This is an optimization exercise on Yosys and OpenROAD, whose aim is small area, a short achievable clock period and few clock cycles per item, not a production implementation.
Only simulation tests tie the RTL to the original design; equivalence was not proved.
Power and IR drop assume default switching activity.

==> flow/run.sh <==
#!/bin/bash
# synth_recipe.tcl (not shown) runs the flow's synth.tcl, then flattens the netlist and writes it again
# the make line also repeats each setting of config.mk as NAME=value (left out here)
make -C /OpenROAD-flow-scripts/flow DESIGN_CONFIG=/design/flow/config.mk WORK_HOME=/design/flow/orfs CLKGATE_MAP_FILE= SYNTH_SCRIPT=/design/flow/synth_recipe.tcl finish
==> flow/config.mk <==
export PLATFORM = sky130hd
export DESIGN_NAME = task_priority_queue
export DESIGN_NICKNAME = task_priority_queue
export VERILOG_FILES = /design/flow/design.v
export SDC_FILE = /design/flow/constraint.sdc
export NUM_CORES = 4
export LEC_CHECK = 0
export CAP_MARGIN = 20
export CORE_MARGIN = 2
export CORE_UTILIZATION = 40
export CTS_CLUSTER_DIAMETER = 90
export CTS_CLUSTER_SIZE = 22
export SETUP_SLACK_MARGIN = 1.5
export SLEW_MARGIN = 20
export SYNTH_HIERARCHICAL = 1
export SYNTH_MINIMUM_KEEP_SIZE = 0
==> flow/constraint.sdc <==
create_clock -name core_clock -period 3.7 [get_ports {clk}]
set_input_delay 0.7400 -clock core_clock [delete_from_list [all_inputs] [get_ports {clk}]]
set_output_delay 0.7400 -clock core_clock [all_outputs]
set_load 0.01 [all_outputs]
==> flow/design.v <==
`default_nettype none
package tpq_pkg;
	typedef enum logic {
		OP_ENQ = 1'b0,
		OP_DEQ = 1'b1
	} op_t;
	typedef enum logic [1:0] {
		ST_OK    = 2'd0,
		ST_FULL  = 2'd1,
		ST_EMPTY = 2'd2
	} status_t;
	typedef struct packed {
		logic [7:0]  prio;
		logic [15:0] arrival;
		logic [15:0] service;
		logic [7:0]  dev;
	} entry_t;
	typedef struct packed {
		logic enq;
		logic deq;
	} ctrl_t;
endpackage
`default_nettype wire
`default_nettype none
module tpq_cell (
	input  wire logic            clk,
	input  wire logic            we,
	input  wire tpq_pkg::entry_t new_entry,
	input  wire logic [23:0]     new_key_x,  
	input  wire logic            valid,
	input  wire logic            enq,
	output tpq_pkg::entry_t      slot_q,
	output logic                 ahead
);
	tpq_cmp u_cmp (
		.sp    (slot_q.prio),
		.sa    (slot_q.arrival),
		.xp    (new_key_x[23:16]),
		.xa    (new_key_x[15:0]),
		.en    (valid),
		.force1(!enq),
		.gt    (ahead)
	);
	always_ff @(posedge clk) begin
		if (we) begin
			slot_q <= new_entry;
		end
	end
endmodule
module tpq_cmp (
	input  wire logic [7:0]  sp,
	input  wire logic [15:0] sa,
	input  wire logic [7:0]  xp,
	input  wire logic [15:0] xa,
	input  wire logic        en,
	input  wire logic        force1,
	output logic             gt
);
	logic [23:0] g0, p0;
	logic [11:0] g1, p1;
	logic [5:0]  g2, p2;
	logic [2:0]  g3, p3;
	assign g0 = {sp & xp, ~(sa | xa)};
	assign p0 = {sp | xp, ~(sa & xa)};
	always_comb begin
		for (int k = 0; k < 12; k++) begin
			g1[k] = g0[2*k+1] | (p0[2*k+1] & g0[2*k]);
			p1[k] = p0[2*k+1] & p0[2*k];
		end
		for (int k = 0; k < 6; k++) begin
			g2[k] = g1[2*k+1] | (p1[2*k+1] & g1[2*k]);
			p2[k] = p1[2*k+1] & p1[2*k];
		end
		for (int k = 0; k < 3; k++) begin
			g3[k] = g2[2*k+1] | (p2[2*k+1] & g2[2*k]);
			p3[k] = p2[2*k+1] & p2[2*k];
		end
	end
	assign gt = force1 | (en & (g3[2] | (p3[2] & (g3[1] | (p3[1] & g3[0])))));
endmodule
module tpq_head (
	input  wire logic [15:0]          valid,
	input  wire logic [15:0][15:0]    bef,         
	input  wire logic [15:0]          pend,        
	input  wire logic [15:0]          pend_ahead,  
	output logic      [15:0]          head
);
	localparam int N = 16;
	logic [N-1:0] skip;       
	logic         pend_best;  
	assign skip      = ~valid | pend;
	assign pend_best = !(|pend_ahead);
	always_comb begin
		for (int i = 0; i < N; i++) begin
			head[i] = valid[i];
			for (int j = 0; j < N; j++) begin
				if (j < i) head[i] = head[i] && (skip[j] || !bef[j][i]);
				if (j > i) head[i] = head[i] && (skip[j] || bef[i][j]);
			end
			if (pend[i]) begin
				head[i] = valid[i] && pend_best;
			end else begin
				head[i] = head[i] && pend_ahead[i];
			end
		end
	end
endmodule
`default_nettype wire
`default_nettype none
module task_priority_queue
#(
	parameter int QUEUE_DEPTH = 16
) (
	input  wire logic        clk,
	input  wire logic        arst_n,
	input  wire logic        req_valid,
	output      logic        req_ready,
	input  wire logic        req_operation,
	input  wire logic [7:0]  req_priority_req,
	input  wire logic [15:0] req_arrive_tick,
	input  wire logic [15:0] req_run_cycles,
	input  wire logic [7:0]  req_owner_tag,
	output      logic        rsp_valid,
	input  wire logic        rsp_ready,
	output      logic [1:0]  rsp_status,
	output      logic        rsp_task_valid,
	output      logic [7:0]  rsp_out_priority,
	output      logic [15:0] rsp_out_arrive_tick,
	output      logic [15:0] rsp_out_run_cycles,
	output      logic [7:0]  rsp_out_owner_tag,
	output      logic [4:0]  rsp_occupancy
);
	localparam int N  = QUEUE_DEPTH;
	localparam int CW = $clog2(QUEUE_DEPTH + 1);
	logic [CW-1:0]   count_q;
	logic [N-1:0]    valid_q;
	logic [N-1:0]    alloc_q;      
	logic [N*48-1:0] slot_v;       
	logic [N-1:0]    ahead;        
	logic [N-1:0][N-1:0] bef_q;    
	logic [N-1:0]    head;         
	logic [N-1:0]    we;
	logic [N-1:0]    valid_next;
	logic [N-1:0]    alloc_next;
	logic [N-1:0]    pend_n_q;       
	logic [N-1:0]    pend_q;
	logic [N-1:0]    pend_ahead_q;   
	logic            res_v_q;
	tpq_pkg::status_t res_status_q;
	logic            res_tvalid_q;
	logic [CW-1:0]   res_occ_q;
	logic [N-1:0]    res_sel_q;    
	logic            ovalid_q;
	tpq_pkg::status_t status_q;
	logic            tvalid_q;
	logic [CW-1:0]   occ_q;
	tpq_pkg::entry_t oentry_q;
	tpq_pkg::entry_t sel_entry;
	logic            adv, fire, is_full, is_empty, enq, deq;
	logic [CW-1:0]   count_next;
	tpq_pkg::entry_t new_entry;
	logic [23:0]     new_key_x;
	assign adv       = !ovalid_q || rsp_ready;
	assign req_ready = !res_v_q || adv;
	assign fire      = req_valid && req_ready;
	assign is_full   = count_q[CW-1];
	assign is_empty  = (count_q == '0);
	assign enq       = fire && (tpq_pkg::op_t'(req_operation) == tpq_pkg::OP_ENQ) && !is_full;
	assign deq       = fire && (tpq_pkg::op_t'(req_operation) == tpq_pkg::OP_DEQ) && !is_empty;
	assign new_entry.prio    = req_priority_req;
	assign new_entry.arrival = req_arrive_tick;
	assign new_entry.service = req_run_cycles;
	assign new_entry.dev     = req_owner_tag;
	assign new_key_x = ~{req_priority_req, req_arrive_tick};
	assign we = enq ? alloc_q : '0;
	for (genvar i = 0; i < N; i++) begin : g_cell
		tpq_cell u_cell (
			.clk       (clk),
			.we        (we[i]),
			.new_entry (new_entry),
			.new_key_x (new_key_x),
			.valid     (valid_q[i]),
			.enq       (enq),
			.slot_q    (slot_v[i*48 +: 48]),
			.ahead     (ahead[i])
		);
	end
	tpq_head u_head (
		.valid      (valid_q),
		.bef        (bef_q),
		.pend       (pend_q),
		.pend_ahead (pend_ahead_q),
		.head       (head)
	);
	always_comb begin
		valid_next = valid_q;
		count_next = count_q;
		if (enq) begin
			valid_next = valid_q | alloc_q;
			count_next = count_q + CW'(1);
		end else if (deq) begin
			valid_next = valid_q & ~head;
			count_next = count_q - CW'(1);
		end
	end
	logic [N-1:0] alloc_enq;
	always_comb begin
		logic seen;
		seen = 1'b0;
		for (int i = 0; i < N; i++) begin
			alloc_enq[i] = !(valid_q[i] || alloc_q[i]) && !seen;
			seen = seen || !(valid_q[i] || alloc_q[i]);
		end
	end
	always_comb begin
		alloc_next = alloc_q;
		if (enq) begin
			alloc_next = alloc_enq;
		end else if (deq && is_full) begin
			alloc_next = head;
		end
	end
	always_ff @(posedge clk) begin
		for (int i = 0; i < N; i++) begin
			for (int j = i + 1; j < N; j++) begin
				if (pend_q[i] || pend_q[j]) begin
					bef_q[i][j] <= pend_q[i] ? !pend_ahead_q[j] : pend_ahead_q[i];
				end
			end
		end
	end
	always_ff @(posedge clk) begin
		pend_ahead_q <= ahead;
		pend_n_q     <= enq ? ~alloc_q : '1;
	end
	assign pend_q = ~pend_n_q;
	always_ff @(posedge clk or negedge arst_n) begin
		if (!arst_n) begin
			count_q  <= '0;
			valid_q  <= '0;
			alloc_q  <= N'(1);
			res_v_q  <= 1'b0;
			ovalid_q <= 1'b0;
		end else begin
			count_q  <= count_next;
			valid_q  <= valid_next;
			alloc_q  <= alloc_next;
			if (fire) begin
				res_v_q <= 1'b1;
			end else if (adv) begin
				res_v_q <= 1'b0;
			end
			if (adv) begin
				ovalid_q <= res_v_q;
			end
		end
	end
	always_ff @(posedge clk) begin
		if (fire) begin
			res_tvalid_q <= deq;
			res_sel_q    <= deq ? head : '0;
			res_occ_q    <= count_next;
			if (enq || deq) begin
				res_status_q <= tpq_pkg::ST_OK;
			end else if (tpq_pkg::op_t'(req_operation) == tpq_pkg::OP_ENQ) begin
				res_status_q <= tpq_pkg::ST_FULL;
			end else begin
				res_status_q <= tpq_pkg::ST_EMPTY;
			end
		end
	end
	always_comb begin
		sel_entry = '0;
		for (int i = 0; i < N; i++) begin
			sel_entry = sel_entry | (slot_v[i*48 +: 48] & {48{res_sel_q[i]}});
		end
	end
	always_ff @(posedge clk) begin
		if (adv && res_v_q) begin
			status_q <= res_status_q;
			tvalid_q <= res_tvalid_q;
			occ_q    <= res_occ_q;
			oentry_q <= sel_entry;
		end
	end
	assign rsp_valid           = ovalid_q;
	assign rsp_status          = status_q;
	assign rsp_task_valid      = tvalid_q;
	assign rsp_out_priority    = oentry_q.prio;
	assign rsp_out_arrive_tick = oentry_q.arrival;
	assign rsp_out_run_cycles  = oentry_q.service;
	assign rsp_out_owner_tag   = oentry_q.dev;
	assign rsp_occupancy       = occ_q;
endmodule
`default_nettype wire
==> flow_summary.json, run 1 <==
{
  "status": "no timing/DRC/antenna violations",
  "gpl.final_weighted_congestion": 0.986,
  "max_freq_mhz": 432,
  "place.detailed.instances": 4768,
  "critPathSlowestCell": "clkdlybuf4s50_1",
  "skew_ns": 0.0587,
  "tritoncts.num_buffers": 56,
  "floorplan.io_pins": 111,
  "rr_endpoint": "oentry_q[33]$_DFFE_PP_",
  "worst_ep_arrival_time_ns": 2.89,
  "cts_hold_buf": 0,
  "cts_tree": "done",
  "die-height_um": 336,
  "clk_pin_slew_ns": 0.10,
  "port-buffer-count": 110,
  "cts_max_level": 2,
  "initialDrtViolationCount": 5478,
  "fp.dieW_um": 336,
  "clock_latency_ns": 0.72,
  "avgViaCountPerCell": 6.81,
  "critical_path.cell_chain": "clkdlybuf4s50_1 -> buf_4 -> clkinvlp_2 -> a31oi_1 -> o32ai_1 -> o21ai_2 -> o211ai_1",
  "critPathMaxFanout": 19,
  "synthesis.instances": 3149,
  "layout.nets": 3523,
  "postSynthNetCount": 3204,
  "setup_violations": 0,
  "setup.worst_path.end_class": "register",
  "critical_path_class": "primary input to register",
  "number_of_antenna_violations_at_the_first_check_in_global_routing": 8,
  "worst-r2r-setup-slack_ns": 1.44,
  "layout.cells.most_common": "edfxtp_1",
  "leakage_nw": 17.5,
  "power_per_cell_area_mw_per_mm2": 473,
  "core_area_mm2": 0.109,
  "fp.dieArea_mm2": 0.113,
  "irDropWorstVdd_v": 0.000489,
  "layout-drive-gt1-share": 0.167,
  "post_layout_nonfiller_instances": 4992,
  "finalCritPeriodShare": 0.626,
  "cts.sinks": 1039,
  "area_growth_syn_to_layout_pct": 17.3,
  "finish.instance_area_mm2": 0.0519,
  "wirelength_um": 169000,
  "timing.critical_path.from": "req_priority_req[7]",
  "synth.cell_area_mm2": 0.0442,
  "final-max-slew-violation-count": 0,
  "vias": 34001,
  "worstMarginPinSlew_ns": 1.11,
  "wire_per_inst_um": 33.9,
  "dr.pass1.iters": 11,
  "place.detailed.hpwl_um": 104000,
  "postLayoutSetupSlackWorst_ns": 1.38,
  "hold_path_class": "primary input to asynchronous set/reset pin",
  "drv_cap": 0,
  "timing.critical_path.slowest_cell_delay_ns": 0.53,
  "synth.avg_cell_area_um2": 14.0,
  "post-route-min-period_ns": 2.32,
  "globalRoute.totalOverflow": 0,
  "fp-row-count": 121,
  "timing.reg2reg.worst_path_depth": 4,
  "clock-root-buffer": "clkbuf_16",
  "drc_errors": 0,
  "r2r_start": "res_sel_q[11]$_SDFFCE_PN0P_",
  "placed_area_mm2": 0.0485,
  "detailedPlace.worstSlack_ns": -0.228,
  "start_kind": "primary input",
  "first_global_vias": 31816,
  "finalHoldViolCount": 0,
  "grtUsageTotal": 0.291,
  "antenna_cells_inserted": 0,
  "finalCoreUtilization": 0.475,
  "slew_headroom": 0.260,
  "floorplan.initialDensity": 0.404,
  "detail-route-antenna-nets": 0,
  "grt_first_pass_wirelength_um": 237000,
  "required_ns": 4.27,
  "final_cell_mix": "edfxtp_1 (968), buf_4 (246), a221oi_1 (196)",
  "unrepaired_setup_endpoints_after_global_routing": "true",
  "grt_start_max_net_pins": 49,
  "max_buffers_root_to_sink": 3,
  "yosysWarnings": 282
}
[state kept, by name (all words and copies together) (netlist names)]
register	flops
status_q	2
res_status_q	2
count_q	5
bef_q	120
valid_q	16
g_cell.u_cell.slot_q	768
res_sel_q	16
oentry_q	48
res_occ_q	5
pend_ahead_q	16
res_tvalid_q	1
alloc_q	16
occ_q	5
tvalid_q	1
res_v_q	1
pend_n_q	16
ovalid_q	1
[how the worst max path moves through the flow]
| stage | slack (ns) | end | cells after the start |
|---|---|---|---|
| 2_1_floorplan | 1.02 | g_cell[14].u_cell.slot_q[0]$_DFFE_PP_ | 9 |
| 3_3_place_gp | -0.25 | pend_ahead_q[10]$_DFF_P_ | 7 |
| 3_5_place_dp | -0.23 | pend_ahead_q[10]$_DFF_P_ | 7 |
| 4_1_cts | 1.40 | req_ready | 3 |
| 5_1_grt | 1.39 | alloc_q[2]$_DFFE_PN0P_ | 9 |
| 6_report | 1.38 | pend_ahead_q[5]$_DFF_P_ | 7 |
[final cells by class]
cell class,instances,area (um^2)
fillers,9703,57400
flip-flops and latches,1039,30700
clock inverters,12,154
inverters,135,677
multi-input cells,1806,12900
well taps,1476,1850
repair buffers,418,3960
clock buffers,94,1590
repair inverters,12,75.1
[routing by layer]
metal / track usage / part of all wire
met1: 0.397 / 0.39
met2: 0.445 / 0.44
met3: 0.0518 / 0.11
met4: 0.153 / 0.061
met5: 0 / 0.00043
[critical path: cells and delay by family]
kind	cells	cell delay (ns)
buf+inv	3	1.19
compound gates	4	0.93
[through the flow]
step	hold WS [ns]	power [mW]	setup TNS (ns)
3_3_place_gp	0.402	17.4	-0.284
5_1_grt	0.0741	25.2	0
2_1_floorplan	0.400	15.9	0
4_1_cts	0.245	24.4	0
6_report	0.0471	24.6	0
3_5_place_dp	0.407	17.5	-0.228
[where the power goes]
group          internal [mW]  switching [mW]  total [mW]  leakage, nW
combinational           1.19            2.28        3.46         7.38
clock                   3.01            3.97        6.99        0.831
sequential              13.6           0.513        14.1         9.26
total                   17.8            6.76        24.6         17.5
[timing repair]
action / 4_1_cts / 5_1_grt
cloned: 13 / 3
setup endpoints to repair: 865 / 169
pin swaps: 13 / 30
resized for setup: 227 / 97
buffers inserted: 73 / 29
Testbench counts, summed over its fixed seeds: cycles 12,016, items 12,000.
==> inputs of run 2 (changes only) <==
--- a/flow/config.mk
+++ b/flow/config.mk
@@ -11,5 +11,5 @@
 export CTS_CLUSTER_DIAMETER = 90
 export CTS_CLUSTER_SIZE = 22
-export SETUP_SLACK_MARGIN = 1.5
+export SETUP_SLACK_MARGIN = 1.4
 export SLEW_MARGIN = 20
 export SYNTH_HIERARCHICAL = 1
==> run 2 against run 1 <==
Compared with the run above:
- sequential share of layout area grew 0.45 points
- cell count shrank 0.98%
- via count shrank 1.1%
- global-route usage shrank 0.22 points
- critical path type unchanged
- synthesized area is the same
- worst hold slack gained 0.011 ns
- clock-buffer cell count shrank 16
==> flow_summary.json, run 2 <==
{
  "status": "no timing/DRC/antenna violations",
  "post_layout_nonfiller_instances": 4943,
  "floorplan.io_pins": 111,
  "reg_top3": "g_cell.u_cell.slot_q (768), bef_q (120), oentry_q (48)",
  "grtUsageTotal": 0.289,
  "clock_latency_ns": 0.73,
  "place.detailed.instances": 4767,
  "max_freq_mhz": 414,
  "placed_area_mm2": 0.0485,
  "max_buffers_root_to_sink": 3,
  "worstMarginPinSlew_ns": 1.03,
  "seqCellArea_mm2": 0.0307,
  "skew_ns": 0.0495,
  "totalPowerFinal_mw": 24.5,
  "cts_tree": "done",
  "drc_errors": 0,
  "setup.worst_path.end_class": "register",
  "fp.dieArea_mm2": 0.113,
  "cts_max_level": 2,
  "finalCritPeriodShare": 0.653,
  "hold-worst-slack_ns": 0.0578,
  "post-route-min-period_ns": 2.42,
  "critPathMaxFanout": 48,
  "drv_cap": 0,
  "power_per_cell_area_mw_per_mm2": 475,
  "rr_endpoint": "alloc_q[12]$_DFFE_PN0P_",
  "fillCellCount": 9754,
  "final-max-slew-violation-count": 0,
  "number_of_antenna_violations_at_the_first_check_in_global_routing": 6,
  "start_kind": "primary input",
  "detailedPlace.worstSlack_ns": 0.0276,
  "grt_first_pass_wirelength_um": 235000,
  "initialDrtViolationCount": 5272,
  "die-height_um": 336,
  "gpl.final_weighted_congestion": 1.02,
  "critical_path_class": "primary input to register",
  "first_global_vias": 31446,
  "place.detailed.hpwl_um": 107000,
  "core_area_mm2": 0.109,
  "postSynthNetCount": 3204,
  "grt_start_max_net_pins": 49,
  "fp-row-count": 121,
  "critPathSlowestCell": "o21ai_1",
  "finalHoldViolCount": 0,
  "globalRoute.totalOverflow": 0,
  "timing.critical_path.buf_inv": 3,
  "hold_path_class": "primary input to asynchronous set/reset pin",
  "vias": 33629,
  "fp.dieW_um": 336,
  "slew_headroom": 0.309,
  "fin_setup_tns_ns": 0,
  "irDropWorstVdd_v": 0.000465,
  "clock-root-buffer": "clkbuf_16",
  "synthesis.instances": 3149,
  "wirelength_um": 167000,
  "synth.cell_area_mm2": 0.0442,
  "setup_violations": 0,
  "finalCoreUtilization": 0.471,
  "avgViaCountPerCell": 6.80,
  "timing.reg2reg.worst_path_depth": 7,
  "layout-drive-gt1-share": 0.149,
  "port-buffer-count": 110,
  "postLayoutSetupSlackWorst_ns": 1.28,
  "multiInputGateArea_mm2": 0.0128,
  "synth.avg_cell_area_um2": 14.0,
  "leakage_nw": 17.3,
  "finish.instance_area_mm2": 0.0515,
  "largest_register_ff_count": 768,
  "tritoncts.num_buffers": 56,
  "area_growth_syn_to_layout_pct": 16.4,
  "timing.critical_path.slowest_cell_delay_ns": 0.48,
  "required_ns": 4.26,
  "critical_path.cell_chain": "clkdlybuf4s50_1 -> clkinvlp_4 -> buf_8 -> o22ai_1 -> a211o_1 -> a32o_1 -> o21ai_1 -> o211ai_1",
  "yosysWarnings": 282,
  "floorplan.initialDensity": 0.404,
  "wire_per_inst_um": 33.9,
  "max_flop_register": "g_cell.u_cell.slot_q",
  "cts.sinks": 1039,
  "clk_pin_slew_ns": 0.10,
  "unrepaired_setup_endpoints_after_global_routing": "true",
  "layout.nets": 3488,
  "layout.cells.most_common": "edfxtp_1",
  "worst-r2r-setup-slack_ns": 1.39,
  "detail-route-antenna-nets": 0,
  "final_cell_mix": "edfxtp_1 (968), buf_4 (224), a221oi_1 (194)",
  "r2r_start": "valid_q[1]$_DFFE_PN0P_",
  "worst_path_dominant_cell_family": "compound AO/OA/AOI/OAI gates",
  "dr.pass1.iters": 8,
  "worst_ep_arrival_time_ns": 2.98
}
[run 2: cell type report]
cell class / instances / area share
clock buffers: 78 / 0.0299
clock inverters: 13 / 0.00328
multi-input cells: 1805 / 0.248
repair inverters: 5 / 0.000729
diodes: 1 / 0.0000486
well taps: 1476 / 0.0359
repair buffers: 391 / 0.0726
flip-flops and latches: 1039 / 0.596
inverters: 135 / 0.0127
[run 2: routing by layer]
layer  part of all wire  track usage
met2               0.45        0.448
met5            0.00030            0
met1               0.39        0.398
met4              0.056        0.139
met3               0.10       0.0458
[run 2: where the power goes]
part	leakage [nW]	internal, mW	switching [mW]
Clock	0.829	2.98	3.97
Sequential	9.26	13.6	0.494
Combinational	7.19	1.17	2.27
[run 2: worst max path at each step]
| stage | startpoint | end | cells past startpoint |
|---|---|---|---|
| after global placement | req_arrive_tick[8] | pend_ahead_q[7]$_DFF_P_ | 8 |
| after detailed placement | req_arrive_tick[8] | pend_ahead_q[7]$_DFF_P_ | 8 |
| after CTS | req_arrive_tick[2] | pend_ahead_q[7]$_DFF_P_ | 9 |
| final | req_arrive_tick[13] | pend_ahead_q[7]$_DFF_P_ | 8 |
| after global routing | req_arrive_tick[2] | pend_ahead_q[7]$_DFF_P_ | 9 |
| after floorplan | rsp_ready | g_cell[14].u_cell.slot_q[0]$_DFFE_PP_ | 9 |
[run 2: timing repair]
| item | in CTS | in global routing |
|---|---|---|
| buffers inserted | 50 | 29 |
| gates resized for setup | 146 | 80 |
| setup endpoints to repair | 848 | 206 |
| pin swaps | 2 | 18 |
| gates cloned | 5 | 0 |
| hold buffers | 0 | 0 |
==> inputs of run 3 (changes only) <==
--- a/flow/config.mk
+++ b/flow/config.mk
@@ -11,5 +11,5 @@
 export CTS_CLUSTER_DIAMETER = 90
 export CTS_CLUSTER_SIZE = 22
-export SETUP_SLACK_MARGIN = 1.4
+export SETUP_SLACK_MARGIN = 1.75
 export SLEW_MARGIN = 20
 export SYNTH_HIERARCHICAL = 1
==> run 3 against run 2 <==
Compared with the run above:
- still clean on timing, DRC and antenna
- flip-flop and latch count is the same
- cell area rose by 15%
- sequential power about the same
- synthesized cell count is the same
- via count grew 10%
- sequential share of layout area is 7.7 points lower
- largest cell class unchanged
==> flow_summary.json, run 3 <==
{
  "status": "no timing/DRC/antenna violations",
  "worst-r2r-setup-slack_ns": 1.43,
  "port-buffer-count": 110,
  "max_flop_register": "g_cell.u_cell.slot_q",
  "totalPowerFinal_mw": 26.2,
  "avgViaCountPerCell": 6.93,
  "cts_max_level": 2,
  "hold_path_class": "primary input to asynchronous set/reset pin",
  "cts_tree": "done",
  "tritoncts.num_buffers": 56,
  "die-height_um": 336,
  "clk_pin_slew_ns": 0.09,
  "reg_top3": "g_cell.u_cell.slot_q (768), bef_q (120), oentry_q (48)",
  "drv_cap": 0,
  "yosysWarnings": 282,
  "floorplan.io_pins": 111,
  "timing.critical_path.slowest_cell_delay_ns": 0.40,
  "max_buffers_root_to_sink": 3,
  "unrepaired_setup_endpoints_after_global_routing": "true",
  "detail-route-antenna-nets": 0,
  "multiInputGateArea_mm2": 0.0141,
  "gpl.final_weighted_congestion": 1.01,
  "crit_top_cell": "buf_6",
  "finalCoreUtilization": 0.542,
  "postLayoutSetupSlackWorst_ns": 1.43,
  "floorplan.initialDensity": 0.404,
  "fp-row-count": 121,
  "post-route-min-period_ns": 2.27,
  "fillCellCount": 8822,
  "area_growth_syn_to_layout_pct": 34.0,
  "leakage_nw": 20.9,
  "layout-drive-gt1-share": 0.314,
  "grt_start_max_net_pins": 49,
  "critPathSlowestCell": "dfrtp_1",
  "drc_errors": 0,
  "gr-max-usage-layer": "met2",
  "slew_headroom": 0.230,
  "detailedPlace.worstSlack_ns": -0.198,
  "fp.dieW_um": 336,
  "wire_per_inst_um": 36.4,
  "place.detailed.hpwl_um": 107000,
  "clock_latency_ns": 0.74,
  "finalCritPeriodShare": 0.614,
  "critical_path.cell_chain": "and3b_2 -> clkinv_8 -> buf_6 -> buf_6 -> nand3_4 -> inv_8 -> buf_6 -> buf_12 -> nand2_8 -> clkinvlp_4 -> buf_12 -> buf_6 -> buf_16",
  "critical_path_class": "register to register",
  "synthesis.instances": 3149,
  "core_area_mm2": 0.109,
  "globalRoute.totalOverflow": 0,
  "seqCellArea_mm2": 0.0308,
  "dr.pass1.iters": 12,
  "finalHoldViolCount": 0,
  "grt_util_met2": 0.500,
  "clock-root-buffer": "clkbuf_16",
  "largest_register_ff_count": 768,
  "max_freq_mhz": 440,
  "first_global_vias": 33695,
  "synth.cell_area_mm2": 0.0442,
  "vias": 36996,
  "wirelength_um": 194000,
  "initialDrtViolationCount": 6909,
  "global_route.usage.met1": 0.436,
  "layout.cells.most_common": "edfxtp_1",
  "worst_ep_arrival_time_ns": 2.72,
  "cts.sinks": 1039,
  "timing.reg2reg.worst_path_depth": 13,
  "grt_first_pass_wirelength_um": 260000,
  "number_of_antenna_violations_at_the_first_check_in_global_routing": 7,
  "synth.avg_cell_area_um2": 14.0,
  "postSynthNetCount": 3204,
  "fin_setup_tns_ns": 0,
  "grtUsageMet3": 0.0578,
  "required_ns": 4.15,
  "power_per_cell_area_mw_per_mm2": 442,
  "grtUsageTotal": 0.323,
  "final_cell_mix": "edfxtp_1 (968), buf_4 (305), a22o_1 (191)",
  "layout.nets": 3880,
  "setup_violations": 0,
  "final-max-slew-violation-count": 0,
  "start_kind": "register",
  "critPathMaxFanout": 7,
  "fp.dieArea_mm2": 0.113,
  "setup.worst_path.end_class": "register",
  "irDropWorstVdd_v": 0.000392,
  "skew_ns": 0.0584,
  "worstMarginPinSlew_ns": 1.15,
  "hold-worst-slack_ns": 0.0171
}
run 3: cell types whose count changed in the layout (fill, tap and decap cells not counted), moves of 35 or more:
| cell | before | now |
|---|---|---|
| a221oi_1 | 194 | 159 |
| a221oi_2 | 3 | 38 |
| buf_12 | 40 | 114 |
| buf_16 | 1 | 81 |
| buf_2 | 0 | 59 |
| buf_4 | 224 | 305 |
| buf_6 | 15 | 118 |
| dlygate4sd2_1 | 57 | 7 |
run 3: final cells by class:
| type | count | share of cell area |
|---|---|---|
| timing repair inverter | 7 | 0.000908 |
| clock inverter | 12 | 0.00350 |
| sequential | 1039 | 0.519 |
| tap | 1476 | 0.0312 |
| inverter | 135 | 0.0119 |
| multi-input combinational | 1807 | 0.238 |
| clock buffer | 80 | 0.0259 |
| antenna | 3 | 0.000127 |
| timing repair buffer | 779 | 0.169 |
run 3: path summary, 6_finish.rpt:
| kind | end | start |
|---|---|---|
| setup / recovery | g_cell[10].u_cell.slot_q[16]$_DFFE_PP_ | ovalid_q$_DFFE_PN0P_ |
| hold / removal | ovalid_q$_DFFE_PN0P_ | arst_n |
| setup reg to reg | g_cell[10].u_cell.slot_q[16]$_DFFE_PP_ | ovalid_q$_DFFE_PN0P_ |
| hold reg to reg | occ_q[2]$_DFFE_PP_ | res_occ_q[2]$_DFFE_PP_ |
| max in group asynchronous | valid_q[15]$_DFFE_PN0P_ | arst_n |
| min in group core_clock | occ_q[2]$_DFFE_PP_ | res_occ_q[2]$_DFFE_PP_ |
run 3: critical path: cells and delay by family, from the launching register on:
kind	cells	cell delay, ns
flops	1	0.40
buf+inv	10	1.14
simple gates	3	0.46
run 3: through the flow:
| step | cell area, um^2 | std cells |
|---|---|---|
| final | 59300 | 5338 |
| after global routing | 59300 | 5335 |
| after CTS | 56800 | 5208 |
| after detailed placement | 48600 | 4790 |
| after global placement | 48600 | 4790 |
| after floorplan | 44500 | 3149 |
run 3: timing repair:
| action | 4_1_cts | 5_1_grt |
|---|---|---|
| pin swaps | 107 | 109 |
| resized for setup | 852 | 261 |
| setup endpoints to repair | 969 | 924 |
| cloned | 87 | 29 |
| setup buffers | 239 | 98 |
| hold buffers | 0 | 0 |
run 3: power breakdown:
group          switching (mW)  internal [mW]
sequential              0.595           13.6
combinational            2.82           2.11
clock                    4.01           3.09
total                    7.43           18.8
run 3: per-layer routing:
metal  part of all wire  wire length, um
met1               0.36            70000
met2               0.44            84700
met3               0.13            25400
met4              0.073            14300
met5            0.00014               27
==> inputs of run 4 (changes only) <==
--- a/flow/config.mk
+++ b/flow/config.mk
@@ -11,5 +11,5 @@
 export CTS_CLUSTER_DIAMETER = 90
 export CTS_CLUSTER_SIZE = 22
-export SETUP_SLACK_MARGIN = 1.75
+export SETUP_SLACK_MARGIN = 1.6
 export SLEW_MARGIN = 20
 export SYNTH_HIERARCHICAL = 1
==> run 4 against run 3 <==
Compared with the run above:
- synthesized cell count stayed put
- clock skew is 0.027 ns lower
- core utilization is 5.4 points lower
- critical path type is now register to output port
- worst hold slack better by 0.0091 ns
- flip-flop and latch count stayed put
- synthesized area stayed put
- first-iteration DRC count is 11% lower
- cell area is 9.9% lower
- critical path depth is 10 lower
- wire length is 9.4% lower
- global-route usage is 2.5 points lower
==> flow_summary.json, run 4 <==
{
  "worst-r2r-setup-slack_ns": 1.48,
  "max_freq_mhz": 449,
  "fillCellCount": 9519,
  "postLayoutSetupSlackWorst_ns": 1.47,
  "floorplan.io_pins": 111,
  "post_layout_nonfiller_instances": 5051,
  "yosysWarnings": 282,
  "met3_wirelength_um": 22000,
  "final-max-slew-violation-count": 0,
  "slew_headroom": 0.275,
  "dr_wl_met2_um": 77400,
  "leakage_nw": 18.2,
  "wire_per_inst_um": 34.9,
  "grtUsageTotal": 0.298,
  "cts_tree": "done",
  "final_cell_mix": "edfxtp_1 (968), buf_4 (259), a22o_1 (192)",
  "required_ns": 2.96,
  "setup.worst_path.end_class": "output port",
  "p_seq_frac": 0.569,
  "totalPowerFinal_mw": 24.8,
  "finalCritPeriodShare": 0.602,
  "topRoutingLayerUsed": "met5",
  "finalCoreUtilization": 0.488,
  "clock-root-buffer": "clkbuf_16",
  "clock_latency_ns": 0.71,
  "first_global_vias": 32552,
  "initialDrtViolationCount": 6142,
  "largest_register_ff_count": 768,
  "start_kind": "register",
  "synth.cell_area_mm2": 0.0442,
  "tritoncts.num_buffers": 55,
  "grt_first_pass_wirelength_um": 242000,
  "floorplan.initialDensity": 0.404,
  "clk_pin_slew_ns": 0.09,
  "detailedPlace.worstSlack_ns": 0.333,
  "internal-power_mw": 18.0,
  "hold-worst-slack_ns": 0.0262,
  "synthesis.instances": 3149,
  "reg_top3": "g_cell.u_cell.slot_q (768), bef_q (120), oentry_q (48)",
  "globalRoute.totalOverflow": 0,
  "share_comb_of_total_power": 0.155,
  "drc_errors": 0,
  "unrepaired_setup_endpoints_after_global_routing": "true",
  "critical_path_class": "register to output port",
  "fp.dieArea_mm2": 0.113,
  "core_area_mm2": 0.109,
  "area_growth_syn_to_layout_pct": 20.7,
  "power_per_cell_area_mw_per_mm2": 465,
  "vias": 34866,
  "detail-route-antenna-nets": 0,
  "layout.cells.most_common": "edfxtp_1",
  "place.detailed.instances": 4767,
  "rr_endpoint": "alloc_q[13]$_DFFE_PN0P_",
  "timing.reg2reg.worst_path_depth": 10,
  "avgViaCountPerCell": 6.90,
  "r2r_start": "valid_q[6]$_DFFE_PN0P_",
  "power.switching_fraction": 0.276,
  "critPathMaxFanout": 3,
  "fp.dieW_um": 336,
  "worst_ep_arrival_time_ns": 1.49,
  "cts_hold_buf": 0,
  "finalHoldViolCount": 0,
  "fp-row-count": 121,
  "layout-drive-gt1-share": 0.209,
  "route.layer.met1.wl_um": 65100,
  "irDropWorstVdd_v": 0.000411,
  "drv_cap": 0,
  "number_of_antenna_violations_at_the_first_check_in_global_routing": 5,
  "power_switching_mw": 6.85,
  "gpl.final_weighted_congestion": 1.01,
  "setup_violations": 0,
  "die-height_um": 336,
  "pwr-share-clk": 0.276,
  "synth.avg_cell_area_um2": 14.0,
  "cts_max_level": 2,
  "postSynthNetCount": 3204,
  "place.detailed.hpwl_um": 103000,
  "status": "no timing/DRC/antenna violations",
  "wirelength_um": 176000,
  "max_buffers_root_to_sink": 3,
  "cts.sinks": 1039,
  "grt_start_max_net_pins": 49,
  "fin_setup_tns_ns": 0,
  "post-route-min-period_ns": 2.23,
  "hold_path_class": "primary input to asynchronous set/reset pin",
  "port-buffer-count": 110,
  "skew_ns": 0.0311,
  "worstMarginPinSlew_ns": 1.08,
  "finish.instance_area_mm2": 0.0534,
  "dr.pass1.iters": 10,
  "placed_area_mm2": 0.0485,
  "layout.nets": 3593,
  "max_flop_register": "g_cell.u_cell.slot_q"
}
run 4: cell types whose count changed in the layout (fill, tap and decap cells not counted), sizes merged, moves of 3 or more:
cell / previous run / this run
buf: 704 / 407
clkdlybuf4s15: 0 / 18
clkbuf: 109 / 98
clkdlybuf4s50: 31 / 38
inv: 104 / 99
clkinvlp: 37 / 41
bufbuf: 5 / 2
run 4: critical path: stages (launching register included):
cell and delay (ns):
dfrtp_1 0.35, and3b_2 0.27, clkinv_8 0.07, buf_6 0.12
run 4: worst max-delay path by stage:
stage                         start                                     end  slack, ns  depth (start not counted)
6_report       ovalid_q$_DFFE_PN0P_                               req_ready       1.47                          3
5_1_grt         res_v_q$_DFFE_PN0P_                               req_ready       1.40                          3
3_3_place_gp              rsp_ready  g_cell[15].u_cell.slot_q[19]$_DFFE_PP_       0.37                          9
4_1_cts        ovalid_q$_DFFE_PN0P_                               req_ready       1.43                          3
3_5_place_dp              rsp_ready  g_cell[15].u_cell.slot_q[22]$_DFFE_PP_       0.33                          9
2_1_floorplan             rsp_ready   g_cell[14].u_cell.slot_q[0]$_DFFE_PP_       1.02                          9
run 4: power by group through the flow:
| stage | Combinational, mW | Clock (mW) | Sequential (mW) |
|---|---|---|---|
| after global placement | 3.10 | 0 | 14.3 |
| after detailed placement | 3.13 | 0 | 14.3 |
| after CTS | 3.48 | 6.90 | 14.1 |
| after floorplan | 1.71 | 0 | 14.1 |
| final | 3.85 | 6.84 | 14.1 |
| after global routing | 4.00 | 7.27 | 14.2 |
run 4: final cells by class:
class	instances	area (um^2)	area share
flip-flops and latches	1039	30700	0.575
inverters	135	664	0.0124
clock buffers	79	1540	0.0289
diodes	5	12.5	0.000234
repair inverters	6	37.5	0.000703
well taps	1476	1850	0.0346
clock inverters	10	130	0.00244
repair buffers	494	5300	0.0993
multi-input cells	1807	13100	0.246
run 4: layer usage:
metal,vias up,global-route usage
li1,14028,-
met1,17369,0.404
met2,2911,0.449
met3,556,0.0626
met4,2,0.165
met5,-,0
run 4: repair_timing:
action / CTS / global route
pin swaps: 30 / 68
resized for setup: 390 / 141
setup endpoints to repair: 910 / 583
buffers inserted: 92 / 59
cloned: 20 / 19
==> inputs of run 5 (changes only) <==
--- a/flow/design.v
+++ b/flow/design.v
@@ -136,4 +136,6 @@
 	logic [N-1:0]    valid_q;
 	logic [N-1:0]    alloc_q;      
+	logic            alloc_sel_q;  
+	logic [N-1:0]    alloc;        
 	logic [N*48-1:0] slot_v;       
 	logic [N-1:0]    ahead;        
@@ -173,5 +175,6 @@
 	assign new_entry.dev     = req_owner_tag;
 	assign new_key_x = ~{req_priority_req, req_arrive_tick};
-	assign we = enq ? alloc_q : '0;
+	assign alloc = alloc_sel_q ? res_sel_q : alloc_q;
+	assign we    = enq ? alloc : '0;
 	for (genvar i = 0; i < N; i++) begin : g_cell
 		tpq_cell u_cell (
@@ -197,5 +200,5 @@
 		count_next = count_q;
 		if (enq) begin
-			valid_next = valid_q | alloc_q;
+			valid_next = valid_q | alloc;
 			count_next = count_q + CW'(1);
 		end else if (deq) begin
@@ -209,16 +212,9 @@
 		seen = 1'b0;
 		for (int i = 0; i < N; i++) begin
-			alloc_enq[i] = !(valid_q[i] || alloc_q[i]) && !seen;
-			seen = seen || !(valid_q[i] || alloc_q[i]);
-		end
-	end
-	always_comb begin
-		alloc_next = alloc_q;
-		if (enq) begin
-			alloc_next = alloc_enq;
-		end else if (deq && is_full) begin
-			alloc_next = head;
-		end
-	end
+			alloc_enq[i] = !(valid_q[i] || alloc[i]) && !seen;
+			seen = seen || !(valid_q[i] || alloc[i]);
+		end
+	end
+	assign alloc_next = enq ? alloc_enq : alloc;
 	always_ff @(posedge clk) begin
 		for (int i = 0; i < N; i++) begin
@@ -232,5 +228,5 @@
 	always_ff @(posedge clk) begin
 		pend_ahead_q <= ahead;
-		pend_n_q     <= enq ? ~alloc_q : '1;
+		pend_n_q     <= enq ? ~alloc : '1;
 	end
 	assign pend_q = ~pend_n_q;
@@ -240,4 +236,5 @@
 			valid_q  <= '0;
 			alloc_q  <= N'(1);
+			alloc_sel_q <= 1'b0;
 			res_v_q  <= 1'b0;
 			ovalid_q <= 1'b0;
@@ -246,4 +243,5 @@
 			valid_q  <= valid_next;
 			alloc_q  <= alloc_next;
+			alloc_sel_q <= deq && is_full;
 			if (fire) begin
 				res_v_q <= 1'b1;
==> run 5 against run 4 <==
Compared with the run above:
- first-iteration DRC count fell by 1.0%
- core utilization fell by 0.47 points
- critical endpoint is now oentry_q[22]$_DFFE_PP_
- worst hold slack got worse by 0.0035 ns
- largest cell class unchanged
- clock-buffer cell count rose by 14
- global-route usage fell by 0.16 points
- via count fell by 1.6%
- synthesized area fell by 0.18%
==> flow_summary.json, run 5 <==
{
  "status": "no timing/DRC/antenna violations",
  "number_of_antenna_violations_at_the_first_check_in_global_routing": 9,
  "clk_pin_slew_ns": 0.09,
  "largest_register_ff_count": 768,
  "pwr-share-clk": 0.278,
  "cts.sinks": 1040,
  "placed_area_mm2": 0.0485,
  "layout.nets": 3564,
  "synthesis.instances": 3128,
  "global_route.usage.met1": 0.405,
  "worst-r2r-setup-slack_ns": 1.52,
  "power_per_cell_area_mw_per_mm2": 471,
  "synth.cell_area_mm2": 0.0441,
  "drc_errors": 0,
  "floorplan.initialDensity": 0.404,
  "max_freq_mhz": 460,
  "start_kind": "register",
  "gpl.final_weighted_congestion": 1.03,
  "core_area_mm2": 0.109,
  "grtUsageTotal": 0.297,
  "floorplan.io_pins": 111,
  "postSynthNetCount": 3183,
  "setup_violations": 0,
  "r2r_start": "res_sel_q[0]$_SDFFCE_PN0P_",
  "finalHoldViolCount": 0,
  "unrepaired_setup_endpoints_after_global_routing": "true",
  "layout.cells.most_common": "edfxtp_1",
  "grtUsageMet3": 0.0678,
  "fp.dieW_um": 336,
  "place.detailed.hpwl_um": 108000,
  "cts_max_level": 2,
  "avgViaCountPerCell": 6.81,
  "worst_ep_arrival_time_ns": 2.54,
  "irDropWorstVdd_v": 0.000348,
  "critPathMaxFanout": 24,
  "cts_hold_buf": 0,
  "area_growth_syn_to_layout_pct": 19.6,
  "gr-max-usage-layer": "met2",
  "setup.worst_path.end_class": "register",
  "detail-route-antenna-nets": 0,
  "leakage_nw": 18.1,
  "internal-power_mw": 17.9,
  "clock-root-buffer": "clkbuf_16",
  "first_global_vias": 32229,
  "rr_endpoint": "oentry_q[22]$_DFFE_PP_",
  "p_seq_frac": 0.559,
  "timing.reg2reg.worst_path_depth": 5,
  "finalCritPeriodShare": 0.588,
  "critPathSlowestCell": "edfxtp_1",
  "post-route-min-period_ns": 2.18,
  "critical_path_class": "register to register",
  "final-max-slew-violation-count": 0,
  "power_switching_mw": 6.96,
  "max_flop_register": "g_cell.u_cell.slot_q",
  "finish.instance_area_mm2": 0.0528,
  "synth.avg_cell_area_um2": 14.1,
  "globalRoute.totalOverflow": 0,
  "grt_util_met2": 0.449,
  "wirelength_um": 172000,
  "fp-row-count": 121,
  "vias": 34301,
  "yosysWarnings": 282,
  "initialDrtViolationCount": 6078,
  "critical_path.cell_chain": "buf_4 -> buf_4 -> a22o_1 -> a221oi_1 -> nand4_1",
  "crit_top_cell": "buf_4",
  "wire_per_inst_um": 34.3,
  "die-height_um": 336,
  "port-buffer-count": 110,
  "drv_cap": 0,
  "share_comb_of_total_power": 0.163,
  "detailedPlace.worstSlack_ns": 0.162,
  "timing.critical_path.slowest_cell_delay_ns": 0.50,
  "clock_latency_ns": 0.73,
  "fp.dieArea_mm2": 0.113,
  "tritoncts.num_buffers": 55,
  "grt_start_max_net_pins": 51,
  "totalPowerFinal_mw": 24.9,
  "max_buffers_root_to_sink": 3,
  "skew_ns": 0.0492,
  "worstMarginPinSlew_ns": 0.984,
  "grt_first_pass_wirelength_um": 240000,
  "final_cell_mix": "edfxtp_1 (968), buf_4 (282), a22o_1 (192)",
  "hold_path_class": "primary input to asynchronous set/reset pin",
  "power.switching_fraction": 0.280,
  "finalCoreUtilization": 0.484,
  "slew_headroom": 0.342,
  "required_ns": 4.07,
  "postLayoutSetupSlackWorst_ns": 1.52,
  "fin_setup_tns_ns": 0,
  "cts_tree": "done",
  "dr.pass1.iters": 13,
  "reg_top3": "g_cell.u_cell.slot_q (768), bef_q (120), oentry_q (48)",
  "layout-drive-gt1-share": 0.204
}
-- run 5: layout make-up --
| cell class | count | area [um^2] |
|---|---|---|
| repair inverters | 3 | 20.0 |
| well taps | 1476 | 1850 |
| clock inverters | 11 | 138 |
| fillers | 9526 | 56400 |
| clock buffers | 93 | 1570 |
| inverters | 127 | 586 |
| diodes | 2 | 5.00 |
| repair buffers | 484 | 4710 |
| multi-input cells | 1798 | 13200 |
| flip-flops and latches | 1040 | 30700 |
-- run 5: repair_timing --
| action | CTS | global route |
|---|---|---|
| resized for setup | 378 | 139 |
| gates cloned | 10 | 3 |
| setup buffers | 104 | 57 |
| pin swaps | 52 | 49 |
| endpoints found under the setup margin | 915 | 368 |
-- run 5: worst max-delay path by stage --
stage / start / endpoint / slack, ns / cells past startpoint
after CTS: rsp_ready / req_ready / 1.40 / 3
after detailed placement: req_arrive_tick[10] / pend_ahead_q[5]$_DFF_P_ / 0.16 / 8
after global routing: res_sel_q[8]$_SDFFCE_PN0P_ / oentry_q[36]$_DFFE_PP_ / 1.51 / 4
final: res_sel_q[0]$_SDFFCE_PN0P_ / oentry_q[22]$_DFFE_PP_ / 1.52 / 5
after global placement: req_arrive_tick[10] / pend_ahead_q[5]$_DFF_P_ / 0.16 / 8
after floorplan: rsp_ready / g_cell[11].u_cell.slot_q[0]$_DFFE_PP_ / 1.01 / 6
-- run 5: metrics by stage --
step	std cells	hold WS [ns]
floorplan	3128	0.400
global placement	4754	0.402
detailed placement	4754	0.405
CTS	4972	0.198
global route	5034	0.0548
finish	5034	0.0227
-- run 5: per-layer routing --
metal	up-vias	wire (um)	share of wire
li1	13905	-	-
met1	17291	67300	0.39
met2	2578	76100	0.44
met3	515	19500	0.11
met4	12	9610	0.056
met5	-	80	0.00046
-- run 5: power by group through the flow --
stage / clock network, mW / logic [mW] / registers, mW
after detailed placement: 0 / 3.34 / 14.1
final: 6.92 / 4.04 / 13.9
after global placement: 0 / 3.33 / 14.1
after floorplan: 0 / 1.80 / 14.0
after global routing: 7.41 / 4.21 / 13.9
after CTS: 7.00 / 3.69 / 13.9
-- run 5: worst max-delay path: cells and delay by family, from the launching register on --
kind / cells / cell delay [ns]
compound gates: 2 / 0.52
simple gates: 1 / 0.32
flops: 1 / 0.50
buf+inv: 2 / 0.47
Testbench counts of run 5, summed over its fixed seeds: cycles 12,016, items 12,000.
==> inputs of run 6 (changes only) <==
--- a/flow/config.mk
+++ b/flow/config.mk
@@ -11,6 +11,7 @@
 export CTS_CLUSTER_DIAMETER = 90
 export CTS_CLUSTER_SIZE = 22
-export SETUP_SLACK_MARGIN = 1.6
+export SETUP_SLACK_MARGIN = 1.7
 export SLEW_MARGIN = 20
 export SYNTH_HIERARCHICAL = 1
 export SYNTH_MINIMUM_KEEP_SIZE = 0
+export TNS_END_PERCENT = 60
==> run 6 against run 5 <==
Compared with the run above:
- still clean on timing, DRC and antenna
- clock-buffer cell count down 10
- cell area up 3.9%
- via count up 4.0%
- clock skew up 0.0051 ns
- critical path depth down 2
- die area unchanged
- sequential share of layout area down 2.2 points
- synthesized area unchanged
- highest routed layer unchanged
==> flow_summary.json, run 6 <==
{
  "status": "no timing/DRC/antenna violations",
  "final-max-slew-violation-count": 0,
  "globalRoute.totalOverflow": 0,
  "fp.dieArea_mm2": 0.113,
  "postSynthNetCount": 3183,
  "place.detailed.hpwl_um": 100000,
  "max_freq_mhz": 462,
  "fp-row-count": 121,
  "max_flop_register": "g_cell.u_cell.slot_q",
  "post-route-min-period_ns": 2.17,
  "setup_violations": 0,
  "layout.nets": 3628,
  "cts_tree": "done",
  "grt_first_pass_wirelength_um": 241000,
  "skew_ns": 0.0543,
  "unrepaired_setup_endpoints_after_global_routing": "true",
  "drv_cap": 0,
  "number_of_antenna_violations_at_the_first_check_in_global_routing": 13,
  "cts.sinks": 1040,
  "crit_top_cell": "buf_6",
  "totalPowerFinal_mw": 25.2,
  "floorplan.io_pins": 111,
  "initialDrtViolationCount": 7364,
  "area_growth_syn_to_layout_pct": 24.3,
  "vias": 35672,
  "finalCritPeriodShare": 0.585,
  "power_per_cell_area_mw_per_mm2": 459,
  "hold_path_class": "primary input to asynchronous set/reset pin",
  "grt_start_max_net_pins": 57,
  "wire_per_inst_um": 35.9,
  "detail-route-antenna-nets": 0,
  "first_global_vias": 32506,
  "tritoncts.num_buffers": 54,
  "drc_errors": 0,
  "required_ns": 2.96,
  "yosysWarnings": 282,
  "critical_path.cell_chain": "nand3b_1 -> buf_6 -> buf_6",
  "floorplan.initialDensity": 0.404,
  "max_buffers_root_to_sink": 3,
  "reg_top3": "g_cell.u_cell.slot_q (768), bef_q (120), oentry_q (48)",
  "layout.cells.most_common": "edfxtp_1",
  "timing.critical_path.slowest_cell_delay_ns": 0.37,
  "setup.worst_path.end_class": "output port",
  "worstMarginPinSlew_ns": 0.859,
  "synth.avg_cell_area_um2": 14.1,
  "wirelength_um": 182000,
  "dr.pass1.iters": 14,
  "fin_setup_tns_ns": 0,
  "final_cell_mix": "edfxtp_1 (968), buf_4 (254), a22o_1 (190)",
  "finalHoldViolCount": 0,
  "largest_register_ff_count": 768,
  "critPathMaxFanout": 3,
  "worst_ep_arrival_time_ns": 1.43,
  "synth.cell_area_mm2": 0.0441,
  "gpl.final_weighted_congestion": 1.02,
  "synthesis.instances": 3128,
  "clock_latency_ns": 0.70,
  "layout-drive-gt1-share": 0.244,
  "grtUsageTotal": 0.298,
  "timing.reg2reg.worst_path_depth": 11,
  "cts_max_level": 2,
  "avgViaCountPerCell": 7.01,
  "leakage_nw": 19.0,
  "critPathSlowestCell": "dfrtp_1",
  "core_area_mm2": 0.109,
  "irDropWorstVdd_v": 0.000392,
  "critical_path_class": "register to output port",
  "clock-root-buffer": "clkbuf_16",
  "cts_hold_buf": 0,
  "fp.dieW_um": 336,
  "port-buffer-count": 110,
  "start_kind": "register",
  "slew_headroom": 0.425,
  "clk_pin_slew_ns": 0.10,
  "die-height_um": 336
}
## run 6: layout make-up
cell class,count,area (um^2)
fill,9155,54300
sequential,1040,30800
multi-input combinational,1799,13600
timing repair buffer,545,6400
tap,1476,1850
clock buffer,83,1490
inverter,127,604
clock inverter,6,97.6
timing repair inverter,6,37.5
antenna,4,10.0
## run 6: through the flow
stage	cell area, um^2	worst slack, ns	hold slack [ns]	std cells	utilization
after floorplan	44300	1.01	0.400	3128	-
after global placement	48300	0.280	0.401	4731	0.443
after detailed placement	48300	0.265	0.405	4731	0.443
after CTS	52600	1.51	0.226	4971	0.482
after global routing	54900	1.46	0.0679	5084	0.503
final	54900	1.53	0.0403	5086	0.503
## run 6: path summary, 6_finish.rpt
path                                   startpoint                               endpoint  slack (ns)
hold / removal                             arst_n                   count_q[3]$_DFF_PN0_        0.04
max in group asynchronous                  arst_n                 valid_q[6]$_DFFE_PN0P_        3.17
hold reg to reg            res_occ_q[4]$_DFFE_PP_                     occ_q[4]$_DFFE_PP_        0.41
min in group core_clock    res_occ_q[4]$_DFFE_PP_                     occ_q[4]$_DFFE_PP_        0.41
setup reg to reg             ovalid_q$_DFFE_PN0P_  g_cell[7].u_cell.slot_q[37]$_DFFE_PP_        1.60
setup / recovery             ovalid_q$_DFFE_PN0P_                              req_ready        1.53
## run 6: power by group
part	internal, mW	leakage [nW]	switching [mW]
clock	2.83	0.761	3.89
combinational	1.74	8.90	2.81
sequential	13.5	9.31	0.441
total	18.0	19.0	7.14
## run 6: worst max-delay path, delay by kind of cell, from the launching register on
family                 cells  cell delay (ns)
DFF                        1             0.37
and+or+nand+nor            1             0.13
buffers and inverters      2             0.26
## run 6: metal layers
layer | GRT usage | vias to the layer above | part of all wire
met1 | 0.400 | 17681 | 0.36
met2 | 0.442 | 3188 | 0.43
met4 | 0.147 | 14 | 0.064
met3 | 0.0841 | 742 | 0.15
met5 | 0.00511 | - | 0.00092
li1 | - | 14047 | -
## run 6: repair_timing
action                     CTS  global route
setup endpoints to repair  996           654
setup buffers              123            72
resized for setup          523           246
pin swaps                   81            92
cloned                      28            39
hold endpoints to repair     0             0
==> inputs of run 7 (changes only) <==
--- a/flow/config.mk
+++ b/flow/config.mk
@@ -15,3 +15,2 @@
 export SYNTH_HIERARCHICAL = 1
 export SYNTH_MINIMUM_KEEP_SIZE = 0
-export TNS_END_PERCENT = 60
==> run 7 against run 6 <==
Compared with the run above:
- largest cell class unchanged
- worst hold slack got worse by 0.022 ns
- critical endpoint is now g_cell[0].u_cell.slot_q[30]$_DFFE_PP_
- fmax rose by 2.1%
- still clean
- sequential share of layout area rose by 0.59 points
- largest power group unchanged
- clock-buffer cell count rose by 10
- synthesized cell count did not move
- sequential power barely moved
==> flow_summary.json, run 7 <==
{
  "status": "no timing/DRC/antenna violations",
  "drc_errors": 0,
  "clock_latency_ns": 0.74,
  "grt_start_max_net_pins": 51,
  "dr.pass1.iters": 14,
  "grtUsageTotal": 0.304,
  "setup_violations": 0,
  "drv_cap": 0,
  "critical_path.cell_chain": "buf_12 -> buf_8 -> mux2_4 -> buf_4 -> buf_6 -> nand2_4 -> clkinvlp_4 -> buf_12 -> buf_16",
  "crit_top_cell": "buf_12",
  "layout.nets": 3636,
  "initialDrtViolationCount": 5924,
  "port-buffer-count": 110,
  "max_freq_mhz": 472,
  "final_cell_mix": "edfxtp_1 (968), buf_4 (299), a22o_1 (191)",
  "reg_top3": "g_cell.u_cell.slot_q (768), bef_q (120), oentry_q (48)",
  "placed_area_mm2": 0.0485,
  "finalHoldViolCount": 0,
  "globalRoute.totalOverflow": 0,
  "unrepaired_setup_endpoints_after_global_routing": "true",
  "final-max-slew-violation-count": 0,
  "slew_headroom": 0.361,
  "timing.critical_path.from": "alloc_sel_q$_DFF_PN0_",
  "required_ns": 4.14,
  "cts_tree": "done",
  "grt_first_pass_wirelength_um": 246000,
  "core_area_mm2": 0.109,
  "postSynthNetCount": 3183,
  "vias": 34904,
  "finalCritPeriodShare": 0.573,
  "post_layout_nonfiller_instances": 5107,
  "place.detailed.instances": 4754,
  "synthesis.instances": 3128,
  "worstMarginPinSlew_ns": 0.955,
  "fp-row-count": 121,
  "tritoncts.num_buffers": 55,
  "hold_path_class": "primary input to asynchronous set/reset pin",
  "max_buffers_root_to_sink": 3,
  "largest_register_ff_count": 768,
  "finish.instance_area_mm2": 0.0543,
  "die-height_um": 336,
  "gpl.final_weighted_congestion": 1.03,
  "critical_path_class": "register to register",
  "cts.sinks": 1040,
  "layout-drive-gt1-share": 0.250,
  "yosysWarnings": 282,
  "skew_ns": 0.0563,
  "fin_setup_tns_ns": 0,
  "floorplan.initialDensity": 0.404,
  "wirelength_um": 178000,
  "worst_ep_arrival_time_ns": 2.56,
  "fp.dieW_um": 336,
  "floorplan.io_pins": 111,
  "post-route-min-period_ns": 2.12,
  "fp.dieArea_mm2": 0.113,
  "critPathMaxFanout": 8,
  "timing.critical_path.slowest_cell_delay_ns": 0.51,
  "start_kind": "register",
  "hold-worst-slack_ns": 0.0179,
  "synth.cell_area_mm2": 0.0441,
  "number_of_antenna_violations_at_the_first_check_in_global_routing": 13,
  "avgViaCountPerCell": 6.83,
  "area_growth_syn_to_layout_pct": 23.0,
  "cts_hold_buf": 0,
  "irDropWorstVdd_v": 0.000345,
  "r2r_start": "alloc_sel_q$_DFF_PN0_",
  "place.detailed.hpwl_um": 108000,
  "setup.worst_path.end_class": "register",
  "leakage_nw": 18.8,
  "cts_max_level": 2,
  "clk_pin_slew_ns": 0.10,
  "synth.avg_cell_area_um2": 14.1,
  "max_flop_register": "g_cell.u_cell.slot_q",
  "clock-root-buffer": "clkbuf_16",
  "power_per_cell_area_mw_per_mm2": 465,
  "detail-route-antenna-nets": 0,
  "first_global_vias": 32784,
  "layout.cells.most_common": "edfxtp_1",
  "critPathSlowestCell": "dfrtp_4",
  "wire_per_inst_um": 34.9
}
[run 7: routing by layer]
layer / track usage / share of wire
met1: 0.414 / 0.38
met2: 0.459 / 0.44
met3: 0.0712 / 0.12
met4: 0.150 / 0.058
met5: 0 / 0.00056
[run 7: final cells by class]
| type | count | area (um^2) |
|---|---|---|
| clock buffers | 93 | 1570 |
| multi-input cells | 1800 | 13700 |
| inverters | 127 | 592 |
| fillers | 9390 | 54900 |
| repair buffers | 555 | 5640 |
| flip-flops and latches | 1040 | 30700 |
| well taps | 1476 | 1850 |
| diodes | 3 | 7.51 |
| repair inverters | 2 | 15.0 |
| clock inverters | 11 | 138 |
[run 7: stage by stage]
stage | power (mW) | util | worst slack (ns)
global placement | 17.5 | 0.444 | 0.155
finish | 25.2 | 0.497 | 1.58
CTS | 24.8 | 0.486 | 1.57
floorplan | 15.8 | - | 1.01
global route | 25.9 | 0.497 | 1.55
detailed placement | 17.5 | 0.444 | 0.162
[run 7: what timing repair did]
action,4_1_cts,5_1_grt
gates resized for setup,570,179
pin swaps,84,69
setup buffers,170,48
cloned,19,9
endpoints found under the setup margin,979,308
[run 7: final timing paths]
kind	endpoint	slack, ns	cells past startpoint
worst min-delay path	valid_q[3]$_DFFE_PN0P_	0.02	1
worst max-delay path	g_cell[0].u_cell.slot_q[30]$_DFFE_PP_	1.58	9
max in group asynchronous	valid_q[14]$_DFFE_PN0P_	3.21	1
worst max register to register	g_cell[0].u_cell.slot_q[30]$_DFFE_PP_	1.58	9
worst min register to register	status_q[1]$_DFFE_PP_	0.41	0
min in group core_clock	status_q[1]$_DFFE_PP_	0.41	0
[run 7: where the power goes]
part | total [mW] | leakage [nW] | switching (mW) | internal [mW]
logic | 4.38 | 8.63 | 2.73 | 1.66
registers | 13.9 | 9.31 | 0.433 | 13.5
clock network | 6.93 | 0.818 | 3.96 | 2.97
total | 25.2 | 18.8 | 7.12 | 18.1
[run 7: worst max-delay path, delay by kind of cell (launching register included)]
family                 cells  cell delay (ns)
buffers and inverters      7             0.98
DFF                        1             0.51
muxes                      1             0.30
and+or+nand+nor            1             0.06
==> inputs of run 8 (changes only) <==
--- a/flow/config.mk
+++ b/flow/config.mk
@@ -8,5 +8,5 @@
 export CAP_MARGIN = 20
 export CORE_MARGIN = 2
-export CORE_UTILIZATION = 40
+export CORE_UTILIZATION = 50
 export CTS_CLUSTER_DIAMETER = 90
 export CTS_CLUSTER_SIZE = 22
==> run 8 against run 7 <==
Compared with the run above:
- still clean
- register-to-register slack lost 0.02 ns
- global-route usage is 9.7 points higher
- via count increased by 2.2%
- setup slack got worse by 0.024 ns
- cell count is 6.1% lower
- non-clock buffer count up 21
- combinational power grew 5.0%
- critical path depth fell by 5
- clock-buffer cell count decreased by 10
- die area down 20%
- total power up 0.43%
- fmax decreased by 1.1%
- critical endpoint is now oentry_q[46]$_DFFE_PP_
==> flow_summary.json, run 8 <==
{
  "status": "no timing/DRC/antenna violations",
  "final-max-slew-violation-count": 0,
  "wire_per_inst_um": 39.2,
  "cts_tree": "done",
  "fillCellCount": 6597,
  "finalCritPeriodShare": 0.579,
  "fp.dieW_um": 301,
  "grtUsageTotal": 0.401,
  "worstMarginPinSlew_ns": 0.958,
  "yosysWarnings": 282,
  "layout.cells.most_common": "edfxtp_1",
  "floorplan.initialDensity": 0.506,
  "dr.pass1.iters": 14,
  "port-buffer-count": 110,
  "skew_ns": 0.0317,
  "critical_path.cell_chain": "buf_4 -> buf_4 -> a221oi_2 -> nand4_1",
  "layout.nets": 3654,
  "required_ns": 3.96,
  "worst_ep_arrival_time_ns": 2.40,
  "reg_top3": "g_cell.u_cell.slot_q (768), bef_q (120), oentry_q (48)",
  "detailedPlace.worstSlack_ns": -0.0886,
  "largest_register_ff_count": 768,
  "floorplan.io_pins": 111,
  "postLayoutSetupSlackWorst_ns": 1.56,
  "synth.avg_cell_area_um2": 14.1,
  "hold_path_class": "primary input to asynchronous set/reset pin",
  "critPathSlowestCell": "nand4_1",
  "wirelength_um": 188000,
  "clock-root-buffer": "clkbuf_16",
  "slew_headroom": 0.359,
  "max_freq_mhz": 467,
  "grt_start_max_net_pins": 50,
  "postSynthNetCount": 3183,
  "timing.critical_path.slowest_cell_delay_ns": 0.46,
  "clock_latency_ns": 0.70,
  "finalCoreUtilization": 0.623,
  "timing.critical_path.buf_inv": 2,
  "clk_pin_slew_ns": 0.10,
  "post-route-min-period_ns": 2.14,
  "max_buffers_root_to_sink": 3,
  "setup.worst_path.end_class": "register",
  "grt_first_pass_wirelength_um": 257000,
  "drv_cap": 0,
  "multiInputGateArea_mm2": 0.0137,
  "critical_path_class": "register to register",
  "max_flop_register": "g_cell.u_cell.slot_q",
  "unrepaired_setup_endpoints_after_global_routing": "true",
  "first_global_vias": 33712,
  "critPathMaxFanout": 24,
  "leakage_nw": 19.0,
  "die-height_um": 301,
  "initialDrtViolationCount": 6103,
  "cts_hold_buf": 0,
  "detail-route-antenna-nets": 0,
  "cts.sinks": 1040,
  "fp-row-count": 108,
  "drc_errors": 0,
  "globalRoute.totalOverflow": 0,
  "irDropWorstVdd_v": 0.000413,
  "tritoncts.num_buffers": 55,
  "synthesis.instances": 3128,
  "worst_path_dominant_cell_family": "buffers and inverters",
  "seqCellArea_mm2": 0.0307,
  "core_area_mm2": 0.0872,
  "number_of_antenna_violations_at_the_first_check_in_global_routing": 7,
  "crit_top_cell": "buf_4",
  "area_growth_syn_to_layout_pct": 23.1,
  "final_cell_mix": "edfxtp_1 (968), buf_4 (305), a22o_1 (192)",
  "layout-drive-gt1-share": 0.256,
  "synth.cell_area_mm2": 0.0441,
  "setup_violations": 0,
  "power_per_cell_area_mw_per_mm2": 466,
  "place.detailed.hpwl_um": 112000,
  "fp.dieArea_mm2": 0.0906,
  "avgViaCountPerCell": 7.45,
  "finalHoldViolCount": 0,
  "start_kind": "register",
  "vias": 35686,
  "gpl.final_weighted_congestion": 1.05,
  "cts_max_level": 2
}
run 8: area by class of cell:
class | instances | share of cell area
antenna | 1 | 0.0000461
sequential | 1040 | 0.566
tap | 1155 | 0.0266
inverter | 127 | 0.0108
timing repair inverter | 1 | 0.0000921
multi-input combinational | 1798 | 0.253
clock inverter | 12 | 0.00279
timing repair buffer | 576 | 0.113
clock buffer | 83 | 0.0277
run 8: through the flow:
stage / setup TNS (ns) / area, um^2 / total power [mW] / hold slack, ns / instances
after floorplan: 0 / 44300 / 15.8 / 0.400 / 3128
after global placement: -0.0811 / 48200 / 17.5 / 0.403 / 4448
after detailed placement: -0.0886 / 48200 / 17.6 / 0.407 / 4450
after CTS: 0 / 52900 / 24.8 / 0.259 / 4721
after global routing: 0 / 54300 / 26.0 / 0.0816 / 4792
final: 0 / 54300 / 25.3 / 0.0538 / 4793
run 8: layer usage:
| layer | part of all wire | track usage | routed length [um] |
|---|---|---|---|
| met2 | 0.44 | 0.605 | 82200 |
| met4 | 0.062 | 0.189 | 11600 |
| met1 | 0.37 | 0.544 | 68800 |
| met5 | 0.00027 | 0 | 51 |
| met3 | 0.13 | 0.106 | 25300 |
run 8: worst paths after layout:
check	cells past startpoint	start	end	slack [ns]
max reg2reg	4	res_sel_q[15]$_SDFFCE_PN0P_	oentry_q[46]$_DFFE_PP_	1.56
max	4	res_sel_q[15]$_SDFFCE_PN0P_	oentry_q[46]$_DFFE_PP_	1.56
min reg2reg	0	res_status_q[1]$_SDFFCE_PP0P_	status_q[1]$_DFFE_PP_	0.43
max in group asynchronous	1	arst_n	alloc_sel_q$_DFF_PN0_	3.19
min	1	arst_n	valid_q[5]$_DFFE_PN0P_	0.05
min in group core_clock	0	res_status_q[1]$_SDFFCE_PP0P_	status_q[1]$_DFFE_PP_	0.43
run 8: timing repair:
action	4_1_cts	5_1_grt
setup endpoints to repair	973	471
pin swaps	83	76
gates cloned	27	14
setup buffers	149	56
gates resized for setup	590	180
run 8: where the power goes:
group          switching, mW  internal, mW  leakage, nW
clock network           3.93          2.88        0.786
registers              0.447          13.5         9.31
logic                   2.85          1.75         8.89
total                   7.23          18.1         19.0

afterwards: timing with drivers on the ports:
Ports are ideal in the flow. The routed layouts listed here were re-timed in OpenROAD.
Step 1 (the two cells are an assumption about what drives the block):
set clk [get_ports {clk}]
set_driving_cell -lib_cell sky130_fd_sc_hd__clkbuf_16 $clk
set_driving_cell -lib_cell sky130_fd_sc_hd__buf_2 [delete_from_list [all_inputs] $clk]
Step 2 also shifts input and output timing later by t, the mid clock arrival at the registers, as if the neighbouring blocks saw the same clock.
a / b / c = ideal / step 1 / step 2; a / b = the first two.
run | shift t [ns] | setup WS [ns] | hold WS [ns] | clock arrival spread, ns | worst slew at a driven data input, ns
run 1 | 0.763 | 1.384 / 1.381 / 0.663 | 0.047 / 0.003 / 0.388 | 0.059 / 0.060 | 0.09
run 2 | 0.774 | 1.282 / 1.332 / 0.558 | 0.058 / 0.011 / 0.429 | 0.053 / 0.052 | 0.09
run 3 | 0.784 | 1.426 / 1.364 / 0.760 | 0.017 / -0.034 / 0.424 | 0.061 / 0.060 | 0.14
run 4 | 0.767 | 1.472 / 1.399 / 0.846 | 0.026 / -0.023 / 0.428 | 0.032 / 0.032 | 0.12
run 5 | 0.777 | 1.524 / 1.509 / 0.827 | 0.023 / -0.028 / 0.414 | 0.060 / 0.060 | 0.11
run 6 | 0.750 | 1.535 / 1.460 / 0.955 | 0.040 / -0.010 / 0.405 | 0.056 / 0.055 | 0.13
run 7 | 0.780 | 1.580 / 1.513 / 0.857 | 0.018 / -0.033 / 0.410 | 0.065 / 0.065 | 0.12
run 8 | 0.756 | 1.557 / 1.536 / 0.947 | 0.054 / 0.004 / 0.430 | 0.036 / 0.036 | 0.05
After both steps setup and hold are still met in every run listed. For run 2, which loses most, drivers alone change the setup slack by +0.050 ns; drivers and shift together by -0.724 ns.
